This design comes from an exercise in tuning for small area and a short achievable clock period on the open sky130 flow, not from production work.
Function was checked by simulation only, so behaviour that the tests miss may differ from the original.
Power figures rest on the tool's default switching activity, not on a simulated workload.

==> flow/design.v (excerpt) <==
module book_top #(
  parameter int ENTRIES_N = book_cfg_pkg::DEF_ENTRIES_N,
  parameter bit IS_BID = book_cfg_pkg::DEF_IS_BID
) (
  input  logic                     i_clk,
  input  logic                     i_rst_n,
  input  logic                     i_cmd_vld,
  input  book_types_pkg::cmd_t                     i_cmd,
  input  book_types_pkg::key_t                     i_key,
  input  book_types_pkg::volume_t                  i_volume,
  output logic [ENTRIES_N-1:0]     o_vld,
  output book_types_pkg::key_t [ENTRIES_N-1:0]     o_keys,
  output book_types_pkg::volume_t [ENTRIES_N-1:0]  o_volumes,
  output book_types_pkg::listsize_t                o_listsize,
  output logic                     o_notify_vld,
  output book_types_pkg::key_t                     o_notify_key,
  output book_types_pkg::volume_t                  o_notify_volume
);
clock: 5.5 ns
lec_check: 0
cap_margin: 20
core_margin: 2
core_utilization: 40
cts_buf_list: sky130_fd_sc_hd__clkbuf_8
cts_cluster_diameter: 60
cts_cluster_size: 20
setup_slack_margin: 2.0
slew_margin: 20
synth_hierarchical: 1
tns_end_percent: 10
standard.sh (not shown) runs the stock make flow with config.mk's settings and CLKGATE_MAP_FILE= SYNTH_SCRIPT=/design/flow/synth_recipe.tcl, a recipe that flattens the netlist after the stock synthesis.
==> flow/flow/run.sh <==
#!/bin/bash
# Standard layout, with the smallest buffer on every input and output port
set -e
export BUFFER_PORTS_ARGS="-buffer_cell sky130_fd_sc_hd__buf_1"
bash standard.sh > standard.log 2>&1
The first run completed with no timing, DRC or antenna violations.
Change:
--- a/flow/config.mk
+++ b/flow/config.mk
@@ -11,4 +11 @@
-export CTS_BUF_LIST = sky130_fd_sc_hd__clkbuf_8
-export CTS_CLUSTER_DIAMETER = 60
-export CTS_CLUSTER_SIZE = 20
-export SETUP_SLACK_MARGIN = 2.0
+export SETUP_SLACK_MARGIN = 2.5
Outcome:
- clock skew shrinks by 16 ps
- power rose by 17%
- wire length rises by 12%
- cell area rises by 17%
- worst hold slack is better by 120 ps
- clock power increases by 47%
- area after synthesis is unchanged
- register-to-register slack improves by 100 ps
- synthesized cell count does not change

run A:
Another version of the RTL of book_top (not shown whole).
Size: about 3600 cells after synthesis, ~600 I/O pins, about 29000 µm² of cells after synthesis.
clock: 5.5 ns
lec_check: 0
cap_margin: 20
core_margin: 2
core_utilization: 40
cts_buf_list: sky130_fd_sc_hd__clkbuf_8
cts_cluster_diameter: 50
cts_cluster_size: 16
gpl_routability_driven: 0
setup_slack_margin: 2.0
slew_margin: 20
synth_hierarchical: 1
tns_end_percent: 10
Scripts as last shown in full above: flow/flow/run.sh
Run A completed end to end with timing, DRC and antenna clean.
diff inputs: run A => run B
Settings: changing SETUP_SLACK_MARGIN from 2.0 to 2.3; removing CTS_CLUSTER_SIZE (formerly 16); removing CTS_BUF_LIST (formerly sky130_fd_sc_hd__clkbuf_8); removing GPL_ROUTABILITY_DRIVEN (formerly 0); removing CTS_CLUSTER_DIAMETER (formerly 50).
## What came out
- In the flow results for run A and run B, the combinational share of power is larger on run B.
- Highest-delay cell along the critical path: sky130_fd_sc_hd__o32ai_1 -> run A, sky130_fd_sc_hd__dfrtp_2 -> run B
- Run A → run B: clock network fraction of total power shows an increase of 2.6 points; final layout net count shows an increase of 133; global-route track usage on met3 shows an increase of 0.38 points; achievable frequency shows an increase of 6.5%.
#### Input delta (run C over run B)
Settings: CTS_CLUSTER_DIAMETER newly set to 50; CTS_CLUSTER_SIZE newly set to 16; CTS_BUF_LIST newly set to sky130_fd_sc_hd__clkbuf_8.
## What came out
Relative to run B, run C degrades clock period minus final worst setup slack. Run C — setup slack 110 ps lower, run B as reference. Compared with run B, first-pass GRT wire length in run C decreased slightly. Sequential share of layout area in run C is 1.3 points higher than in run B. Number of buffers and inverters on the critical path: run C vs run B up 1. Run C: actual slew at the worst max-slew pin 130 ps below run B.
> inputs changed (run C -> run D)
Settings: swapping 2.3 for 1.7 in SETUP_SLACK_MARGIN.
Results
- [run D vs run C] maximum vdd drop: lower in run D
- Setup slack: run D less than run C
- In run D, the total length of routed met3 wires came out 3.3% below the value in run C.

[static timing again, ports no longer ideal]
In the flow no input, the clock included, has a driving cell. The finished layouts below were timed again as built, in two steps. Step 1, drivers: a clkbuf_16 drives i_clk and a buf_2 each remaining input, both assumed. Step 2, shift: input delay + t, output delay - t, t = (earliest + latest rising clock arrival at the registers) / 2. This alone moves slack from input paths to output paths. Slacks: no drivers / after step 1 / after step 2; pairs: no drivers / after step 1.
run	t, ns	setup WS [ns]	latest minus earliest clock arrival (ns)	worst slew at a driven data input, ns
the first run of note 1	0.777	1.946 / 1.878 / 1.315	0.042 / 0.042	0.04
the second run of note 1	0.675	2.081 / 2.016 / 1.407	0.023 / 0.023	0.09
run A	0.776	1.909 / 1.841 / 1.262	0.057 / 0.057	0.04
run B	0.685	2.128 / 2.056 / 1.580	0.026 / 0.026	0.04
run C	0.769	2.014 / 1.942 / 1.467	0.040 / 0.040	0.04
run D	0.763	1.668 / 1.601 / 0.976	0.046 / 0.046	0.04
After both steps every run listed still meets setup and hold. For run D, which loses most, drivers alone change the setup slack by -0.067 ns; drivers and shift together by -0.692 ns.
